Context: an optimization exercise on an open-source flow, tuned for small area. The choices shown serve that exercise and are no tape-out recipe.
Function was checked by simulation only, so behaviour that the tests miss may differ from the original.

==> nickel: inputs <==
==> flow/design.v (excerpt) <==
module sobol_sequence_generator_top #(
  parameter int NUM_DIMS = 8
) (
  input  logic                                 clk,
  input  logic                                 rst_n,
  input  logic                                 in_valid,
  output logic                                 in_stall,
  input  logic                                 in_restart,
  output logic                                 out_valid,
  input  logic                                 out_stall,
  output logic [31:0]                          out_point_index,
  output logic                                 out_last_point,
  output logic [31:0]                          out_coord_0,
  output logic [31:0]                          out_coord_1,
  output logic [31:0]                          out_coord_2,
  output logic [31:0]                          out_coord_3,
  output logic [31:0]                          out_coord_4,
  output logic [31:0]                          out_coord_5,
  output logic [31:0]                          out_coord_6,
  output logic [31:0]                          out_coord_7,
  input  logic                                 psel,
  input  logic                                 penable,
  input  logic                                 pwrite,
  input  logic [sobol_gen_pkg::CFG_ADDR_W-1:0] paddr,
  input  logic [sobol_gen_pkg::CFG_DATA_W-1:0] pwdata,
  output logic [sobol_gen_pkg::CFG_DATA_W-1:0] prdata,
  output logic                                 pready
);
  logic        in_valid_r, out_valid_r, restart_r, lst, sk;
  logic [31:0] idx;
  logic [3:0]  dims;
  logic [31:0] run_len;
  logic        load, in_take, clr, last, wr_en, seek_we, cin;
  logic [32:0] cy;       
  logic [31:0] nxt;      
  logic [31:0] n_new;    
  logic [31:0] gray;
  logic [255:0] w;
  assign pready  = 1'b1;
  ...
==> module sobol_sequence_generator_top, before the edit <==
module sobol_sequence_generator_top #(
  parameter int NUM_DIMS = 8
) (
  input  logic                                 clk,
  input  logic                                 rst_n,
  input  logic                                 in_valid,
  output logic                                 in_stall,
  input  logic                                 in_restart,
  output logic                                 out_valid,
  input  logic                                 out_stall,
  output logic [31:0]                          out_point_index,
  output logic                                 out_last_point,
  output logic [31:0]                          out_coord_0,
  output logic [31:0]                          out_coord_1,
  output logic [31:0]                          out_coord_2,
  output logic [31:0]                          out_coord_3,
  output logic [31:0]                          out_coord_4,
  output logic [31:0]                          out_coord_5,
  output logic [31:0]                          out_coord_6,
  output logic [31:0]                          out_coord_7,
  input  logic                                 psel,
  input  logic                                 penable,
  input  logic                                 pwrite,
  input  logic [sobol_gen_pkg::CFG_ADDR_W-1:0] paddr,
  input  logic [sobol_gen_pkg::CFG_DATA_W-1:0] pwdata,
  output logic [sobol_gen_pkg::CFG_DATA_W-1:0] prdata,
  output logic                                 pready
);
  logic        in_valid_r, out_valid_r, restart_r, lst, sk;
  logic [31:0] idx;
  logic [3:0]  dims;
  logic [31:0] run_len;
  logic        load, in_take, clr, last, wr_en, seek_we, cin;
  logic [32:0] cy;       
  logic [31:0] nxt;      
  logic [31:0] n_new;    
  logic [31:0] gray;
  logic [255:0] w;
  assign pready  = 1'b1;
  assign wr_en   = psel & penable & pwrite;
  assign seek_we = wr_en & (paddr[3:2] == sobol_gen_pkg::REG_SEEK);
  sobol_gen_cfg u_cfg (
    .clk        (clk),
    .rst_n      (rst_n),
    .wr_en      (wr_en),
    .reg_sel    (paddr[3:2]),
    .pwdata     (pwdata),
    .next_index (lst ? 32'd0 : nxt),
    .prdata     (prdata),
    .dims       (dims),
    .run_len    (run_len)
  );
  assign load     = in_valid_r & (~out_valid_r | ~out_stall);
  assign in_stall = in_valid_r & ~load;
  assign in_take  = in_valid & ~in_stall;
  assign clr      = restart_r | lst;
  assign cin      = ~sk;
  for (genvar i = 0; i <= 32; i++) begin : g_cy
    if (i == 0) begin : g_lo
      assign cy[i] = cin;
    end else begin : g_hi
      assign cy[i] = cin & (&idx[i-1:0]);
    end
  end
  assign nxt   = idx ^ cy[31:0];
  assign n_new = clr ? 32'd0 : nxt;
  assign last  = ({1'b0, n_new} + 33'd1) >= {1'b0, run_len};
  always_ff @(posedge clk) begin
    if (!rst_n) begin
      in_valid_r  <= 1'b0;
      out_valid_r <= 1'b0;
      lst         <= 1'b1;
      sk          <= 1'b0;
    end else begin
      in_valid_r  <= in_take | (in_valid_r & ~load);
      out_valid_r <= load | (out_valid_r & out_stall);
      if (seek_we) begin
        lst <= 1'b0;
        sk  <= 1'b1;
      end else if (load) begin
        lst <= last;
        sk  <= 1'b0;
      end
    end
  end
  always_ff @(posedge clk) begin
    if (in_take) restart_r <= in_restart;
    if (seek_we)   idx <= pwdata;
    else if (load) idx <= n_new;
  end
  assign gray = idx ^ {1'b0, idx[31:1]};
  sobol_gen_core u_core (
    .u (gray),
    .w (w)
  );
  assign out_valid       = out_valid_r;
  assign out_point_index = idx;
  assign out_last_point  = lst;
  assign out_coord_0     = (dims > 4'd0) ? w[0*32 +: 32] : 32'd0;
  assign out_coord_1     = (dims > 4'd1) ? w[1*32 +: 32] : 32'd0;
  assign out_coord_2     = (dims > 4'd2) ? w[2*32 +: 32] : 32'd0;
  assign out_coord_3     = (dims > 4'd3) ? w[3*32 +: 32] : 32'd0;
  assign out_coord_4     = (dims > 4'd4) ? w[4*32 +: 32] : 32'd0;
  assign out_coord_5     = (dims > 4'd5) ? w[5*32 +: 32] : 32'd0;
  assign out_coord_6     = (dims > 4'd6) ? w[6*32 +: 32] : 32'd0;
  assign out_coord_7     = (dims > 4'd7) ? w[7*32 +: 32] : 32'd0;
endmodule
==> flow/config.mk <==
export PLATFORM = sky130hd
export DESIGN_NAME = sobol_sequence_generator_top
export DESIGN_NICKNAME = sobol_sequence_generator_top
export VERILOG_FILES = /design/flow/design.v
export SDC_FILE = /design/flow/constraint.sdc
export NUM_CORES = 4
export LEC_CHECK = 0
export CAP_MARGIN = 0
export CORE_MARGIN = 2
export CORE_UTILIZATION = 40
export PLACE_DENSITY = 0.6
export SLEW_MARGIN = 0
==> flow/constraint.sdc <==
create_clock -name core_clock -period 7.0 [get_ports {clk}]
set_input_delay 1.4000 -clock core_clock [delete_from_list [all_inputs] [get_ports {clk}]]
set_output_delay 1.4000 -clock core_clock [all_outputs]
set_load 0.01 [all_outputs]
standard.sh (not shown) runs the stock make flow with config.mk's settings and CLKGATE_MAP_FILE= SYNTH_SCRIPT=/design/flow/synth_recipe.tcl, a recipe that flattens the netlist after the stock synthesis.
==> flow/flow/run.sh <==
#!/bin/bash
# The standard layout (standard.sh: ORFS with the standard flow's config), except that
# the port buffers buffer_ports inserts are the smallest buffer, buf_1,
# instead of the tool's default pick. Every port still gets its buffer.
set -euo pipefail
bash standard.sh 'BUFFER_PORTS_ARGS=-buffer_cell sky130_fd_sc_hd__buf_1' finish > orfs_make.log 2>&1
==> pepper (differences from nickel) <==
--- a/flow/design.v
+++ b/flow/design.v
@@ -1488,11 +1488,12 @@
 );
-  logic        in_valid_r, out_valid_r, restart_r, lst, sk;
-  logic [31:0] idx;
+  logic        in_valid_r, out_valid_r, restart_r, lst, seek_p;
+  logic [31:0] nidx;
+  logic [31:0] xn [8];
   logic [3:0]  dims;
   logic [31:0] run_len;
-  logic        load, in_take, clr, last, wr_en, seek_we, cin;
+  logic        load, in_take, clr, stepload, keep, last, wr_en, seek_we;
+  logic [32:0] zb;       
+  logic [31:0] dec, gray, lsb, u;
+  logic [32:0] n1;
   logic [32:0] cy;       
-  logic [31:0] nxt;      
-  logic [31:0] n_new;    
-  logic [31:0] gray;
   logic [255:0] w;
@@ -1507,3 +1508,3 @@
     .pwdata     (pwdata),
-    .next_index (lst ? 32'd0 : nxt),
+    .next_index (lst ? 32'd0 : nidx),
     .prdata     (prdata),
@@ -1516,13 +1517,23 @@
   assign clr      = restart_r | lst;
-  assign cin      = ~sk;
-  for (genvar i = 0; i <= 32; i++) begin : g_cy
+  assign stepload = load & ~clr;
+  assign keep     = ~(seek_p | (load & clr));
+  for (genvar i = 0; i <= 32; i++) begin : g_pfx
     if (i == 0) begin : g_lo
-      assign cy[i] = cin;
+      assign zb[i] = 1'b1;
+      assign cy[i] = 1'b1;
     end else begin : g_hi
-      assign cy[i] = cin & (&idx[i-1:0]);
+      assign zb[i] = ~|nidx[i-1:0];
+      assign cy[i] = &nidx[i-1:0];
     end
   end
-  assign nxt   = idx ^ cy[31:0];
-  assign n_new = clr ? 32'd0 : nxt;
-  assign last  = ({1'b0, n_new} + 33'd1) >= {1'b0, run_len};
+  assign dec  = nidx ^ zb[31:0];
+  assign lsb  = nidx & zb[31:0];
+  assign gray = dec ^ {1'b0, dec[31:1]};
+  assign u    = seek_p ? gray : (stepload ? lsb : 32'd0);
+  sobol_gen_core u_core (
+    .u (u),
+    .w (w)
+  );
+  assign n1   = clr ? 33'd1 : ({1'b0, nidx} ^ cy);
+  assign last = n1 >= {1'b0, run_len};
   always_ff @(posedge clk) begin
@@ -1532,3 +1543,3 @@
       lst         <= 1'b1;
-      sk          <= 1'b0;
+      seek_p      <= 1'b0;
     end else begin
@@ -1536,9 +1547,6 @@
       out_valid_r <= load | (out_valid_r & out_stall);
-      if (seek_we) begin
-        lst <= 1'b0;
-        sk  <= 1'b1;
-      end else if (load) begin
-        lst <= last;
-        sk  <= 1'b0;
-      end
+      seek_p      <= seek_we;
+      if (seek_we)     lst <= 1'b0;
+      else if (seek_p) lst <= zb[32];
+      else if (load)   lst <= last;
     end
@@ -1547,21 +1555,21 @@
     if (in_take) restart_r <= in_restart;
-    if (seek_we)   idx <= pwdata;
-    else if (load) idx <= n_new;
+    if (seek_we)   nidx <= pwdata;
+    else if (load) nidx <= n1[31:0];
+  end
+  for (genvar d = 0; d < 8; d++) begin : g_dim
+    always_ff @(posedge clk) begin
+      xn[d] <= ~((~xn[d] & {32{keep}}) ^ w[32*d +: 32]);
+    end
   end
-  assign gray = idx ^ {1'b0, idx[31:1]};
-  sobol_gen_core u_core (
-    .u (gray),
-    .w (w)
-  );
   assign out_valid       = out_valid_r;
-  assign out_point_index = idx;
+  assign out_point_index = dec;
   assign out_last_point  = lst;
-  assign out_coord_0     = (dims > 4'd0) ? w[0*32 +: 32] : 32'd0;
-  assign out_coord_1     = (dims > 4'd1) ? w[1*32 +: 32] : 32'd0;
-  assign out_coord_2     = (dims > 4'd2) ? w[2*32 +: 32] : 32'd0;
-  assign out_coord_3     = (dims > 4'd3) ? w[3*32 +: 32] : 32'd0;
-  assign out_coord_4     = (dims > 4'd4) ? w[4*32 +: 32] : 32'd0;
-  assign out_coord_5     = (dims > 4'd5) ? w[5*32 +: 32] : 32'd0;
-  assign out_coord_6     = (dims > 4'd6) ? w[6*32 +: 32] : 32'd0;
-  assign out_coord_7     = (dims > 4'd7) ? w[7*32 +: 32] : 32'd0;
+  assign out_coord_0     = (dims > 4'd0) ? ~xn[0] : 32'd0;
+  assign out_coord_1     = (dims > 4'd1) ? ~xn[1] : 32'd0;
+  assign out_coord_2     = (dims > 4'd2) ? ~xn[2] : 32'd0;
+  assign out_coord_3     = (dims > 4'd3) ? ~xn[3] : 32'd0;
+  assign out_coord_4     = (dims > 4'd4) ? ~xn[4] : 32'd0;
+  assign out_coord_5     = (dims > 4'd5) ? ~xn[5] : 32'd0;
+  assign out_coord_6     = (dims > 4'd6) ? ~xn[6] : 32'd0;
+  assign out_coord_7     = (dims > 4'd7) ? ~xn[7] : 32'd0;
 endmodule
==> flow/run.sh (new file) <==
#!/bin/bash
# synth_recipe.tcl (not shown) runs the flow's synth.tcl, then flattens the netlist and writes it again
# the make line also repeats each setting of config.mk as NAME=value (left out here)
make -C /OpenROAD-flow-scripts/flow DESIGN_CONFIG=/design/flow/config.mk WORK_HOME=/design/flow/orfs CLKGATE_MAP_FILE= SYNTH_SCRIPT=/design/flow/synth_recipe.tcl finish
CAP_MARGIN = 20   (was 0)
SLEW_MARGIN = 20   (was 0)
removed: flow/flow/run.sh
removed: flow/standard.sh
==> quartz (differences from nickel) <==
--- a/flow/design.v
+++ b/flow/design.v
@@ -1488,11 +1488,11 @@
 );
-  logic        in_valid_r, out_valid_r, restart_r, lst, sk;
-  logic [31:0] idx;
+  logic        in_valid_r, out_valid_r, restart_r, lst, seek_p;
+  logic [31:0] nidx;
+  logic [31:0] xn [8];
   logic [3:0]  dims;
   logic [31:0] run_len;
-  logic        load, in_take, clr, last, wr_en, seek_we, cin;
-  logic [32:0] cy;       
-  logic [31:0] nxt;      
-  logic [31:0] n_new;    
-  logic [31:0] gray;
+  logic        load, in_take, clr, stepload, keep, last, wr_en, seek_we;
+  logic [32:0] zb;       
+  logic [31:0] dec, gray, lsb, u;
+  logic [32:0] n1;
   logic [255:0] w;
@@ -1507,3 +1507,3 @@
     .pwdata     (pwdata),
-    .next_index (lst ? 32'd0 : nxt),
+    .next_index (lst ? 32'd0 : nidx),
     .prdata     (prdata),
@@ -1516,13 +1516,18 @@
   assign clr      = restart_r | lst;
-  assign cin      = ~sk;
-  for (genvar i = 0; i <= 32; i++) begin : g_cy
-    if (i == 0) begin : g_lo
-      assign cy[i] = cin;
-    end else begin : g_hi
-      assign cy[i] = cin & (&idx[i-1:0]);
-    end
+  assign stepload = load & ~clr;
+  assign keep     = ~(seek_p | (load & clr));
+  always_comb begin
+    zb[0] = 1'b1;
+    for (int i = 0; i < 32; i++) zb[i+1] = zb[i] & ~nidx[i];
   end
-  assign nxt   = idx ^ cy[31:0];
-  assign n_new = clr ? 32'd0 : nxt;
-  assign last  = ({1'b0, n_new} + 33'd1) >= {1'b0, run_len};
+  assign dec  = nidx ^ zb[31:0];
+  assign lsb  = nidx & zb[31:0];
+  assign gray = dec ^ {1'b0, dec[31:1]};
+  assign u    = seek_p ? gray : (stepload ? lsb : 32'd0);
+  sobol_gen_core u_core (
+    .u (u),
+    .w (w)
+  );
+  assign n1   = clr ? 33'd1 : {1'b0, nidx} + 33'd1;
+  assign last = n1 >= {1'b0, run_len};
   always_ff @(posedge clk) begin
@@ -1532,3 +1537,3 @@
       lst         <= 1'b1;
-      sk          <= 1'b0;
+      seek_p      <= 1'b0;
     end else begin
@@ -1536,9 +1541,6 @@
       out_valid_r <= load | (out_valid_r & out_stall);
-      if (seek_we) begin
-        lst <= 1'b0;
-        sk  <= 1'b1;
-      end else if (load) begin
-        lst <= last;
-        sk  <= 1'b0;
-      end
+      seek_p      <= seek_we;
+      if (seek_we)     lst <= 1'b0;
+      else if (seek_p) lst <= zb[32];
+      else if (load)   lst <= last;
     end
@@ -1547,21 +1549,21 @@
     if (in_take) restart_r <= in_restart;
-    if (seek_we)   idx <= pwdata;
-    else if (load) idx <= n_new;
+    if (seek_we)   nidx <= pwdata;
+    else if (load) nidx <= n1[31:0];
+  end
+  for (genvar d = 0; d < 8; d++) begin : g_dim
+    always_ff @(posedge clk) begin
+      xn[d] <= ~((~xn[d] & {32{keep}}) ^ w[32*d +: 32]);
+    end
   end
-  assign gray = idx ^ {1'b0, idx[31:1]};
-  sobol_gen_core u_core (
-    .u (gray),
-    .w (w)
-  );
   assign out_valid       = out_valid_r;
-  assign out_point_index = idx;
+  assign out_point_index = dec;
   assign out_last_point  = lst;
-  assign out_coord_0     = (dims > 4'd0) ? w[0*32 +: 32] : 32'd0;
-  assign out_coord_1     = (dims > 4'd1) ? w[1*32 +: 32] : 32'd0;
-  assign out_coord_2     = (dims > 4'd2) ? w[2*32 +: 32] : 32'd0;
-  assign out_coord_3     = (dims > 4'd3) ? w[3*32 +: 32] : 32'd0;
-  assign out_coord_4     = (dims > 4'd4) ? w[4*32 +: 32] : 32'd0;
-  assign out_coord_5     = (dims > 4'd5) ? w[5*32 +: 32] : 32'd0;
-  assign out_coord_6     = (dims > 4'd6) ? w[6*32 +: 32] : 32'd0;
-  assign out_coord_7     = (dims > 4'd7) ? w[7*32 +: 32] : 32'd0;
+  assign out_coord_0     = (dims > 4'd0) ? ~xn[0] : 32'd0;
+  assign out_coord_1     = (dims > 4'd1) ? ~xn[1] : 32'd0;
+  assign out_coord_2     = (dims > 4'd2) ? ~xn[2] : 32'd0;
+  assign out_coord_3     = (dims > 4'd3) ? ~xn[3] : 32'd0;
+  assign out_coord_4     = (dims > 4'd4) ? ~xn[4] : 32'd0;
+  assign out_coord_5     = (dims > 4'd5) ? ~xn[5] : 32'd0;
+  assign out_coord_6     = (dims > 4'd6) ? ~xn[6] : 32'd0;
+  assign out_coord_7     = (dims > 4'd7) ? ~xn[7] : 32'd0;
 endmodule
==> flow/run.sh (new file) <==
#!/bin/bash
# synth_recipe.tcl (not shown) runs the flow's synth.tcl, then flattens the netlist and writes it again
# the make line also repeats each setting of config.mk as NAME=value (left out here)
make -C /OpenROAD-flow-scripts/flow DESIGN_CONFIG=/design/flow/config.mk WORK_HOME=/design/flow/orfs CLKGATE_MAP_FILE= SYNTH_SCRIPT=/design/flow/synth_recipe.tcl finish
CAP_MARGIN = 20   (was 0)
SLEW_MARGIN = 20   (was 0)
removed: flow/flow/run.sh
removed: flow/standard.sh
==> xenon (differences from nickel) <==
==> flow/run.sh (new file) <==
#!/bin/bash
# synth_recipe.tcl (not shown) runs the flow's synth.tcl, then flattens the netlist and writes it again
# the make line also repeats each setting of config.mk as NAME=value (left out here)
make -C /OpenROAD-flow-scripts/flow DESIGN_CONFIG=/design/flow/config.mk WORK_HOME=/design/flow/orfs CLKGATE_MAP_FILE= SYNTH_SCRIPT=/design/flow/synth_recipe.tcl finish
CAP_MARGIN = 20   (was 0)
SLEW_MARGIN = 20   (was 0)
removed: flow/flow/run.sh
removed: flow/standard.sh
==> qor summary <==
Outcome: nickel complete, no violations; pepper complete, no violations; xenon complete, no violations; quartz complete, but fails checks
Layout check failures: nickel -; pepper -; xenon -; quartz setup timing
M2 GR Usage: nickel 55.1%; pepper 46.5%; xenon 55.9%; quartz 48.6%
Detailed-router iteration count before antenna repair: nickel 5; pepper 6; xenon 5; quartz 7
Layout clock buffers: nickel 11; pepper 53; xenon 10; quartz 61
Share of cell area taken by muxes after synthesis: nickel 1.77%; pepper 0.633%; xenon 1.77%; quartz 0.776%
Fillers: nickel 3317; pepper 5006; xenon 3072; quartz 4688
Final core utilization: nickel 47.5%; pepper 51.7%; xenon 55.0%; quartz 57.7%
Met3 Track Usage GR: nickel 3.61%; pepper 6.17%; xenon 3.63%; quartz 4.64%
Initial detailed-routing violation count: nickel 917; pepper 1340; xenon 946; quartz 1352
Layout sequential cell count: nickel 73; pepper 329; xenon 73; quartz 329
Weighted congestion at the end of routability-driven global placement: nickel 0.978; pepper 0.895; xenon 0.995; quartz 0.915
Detailed-route wire length per cell: nickel 23.3 µm; pepper 22.8 µm; xenon 23.6 µm; quartz 22.5 µm
Number of placed instances, taps included: nickel 2385; pepper 3419; xenon 2388; quartz 3578
Clock buffer count from CTS: nickel 9; pepper 40; xenon 9; quartz 40

==> port drivers added, routing unchanged <==
Ports are ideal in the flow. The routed layouts listed here were re-timed in OpenROAD.
Step 1 (the two cells are an assumption about what drives the block):
set clk [get_ports {clk}]
set_driving_cell -lib_cell sky130_fd_sc_hd__clkbuf_16 $clk
set_driving_cell -lib_cell sky130_fd_sc_hd__buf_2 [delete_from_list [all_inputs] $clk]
Step 2 moves the port delays by t, midway between the first and last clock arrival at a register: inputs arrive t later, outputs are due t later. That takes back most of the time a late clock gives input paths.
a / b / c = ideal ports / drivers / drivers and shift; a / b = the first two.
run	t (ns)	slack for setup (ns)	worst setup path at the end	latest minus earliest clock arrival (ns)	worst slew at a driven data input, ns
nickel	0.371	1.392 / 1.353 / 1.724	register to output	0.008 / 0.008	0.04
pepper	0.637	0.614 / 0.558 / 0.615	register to register	0.012 / 0.011	0.04
quartz	0.619	-0.473 / -0.532 / -0.218	register to register	0.021 / 0.021	0.04
xenon	0.377	1.182 / 1.142 / 1.519	register to output	0.008 / 0.008	0.05
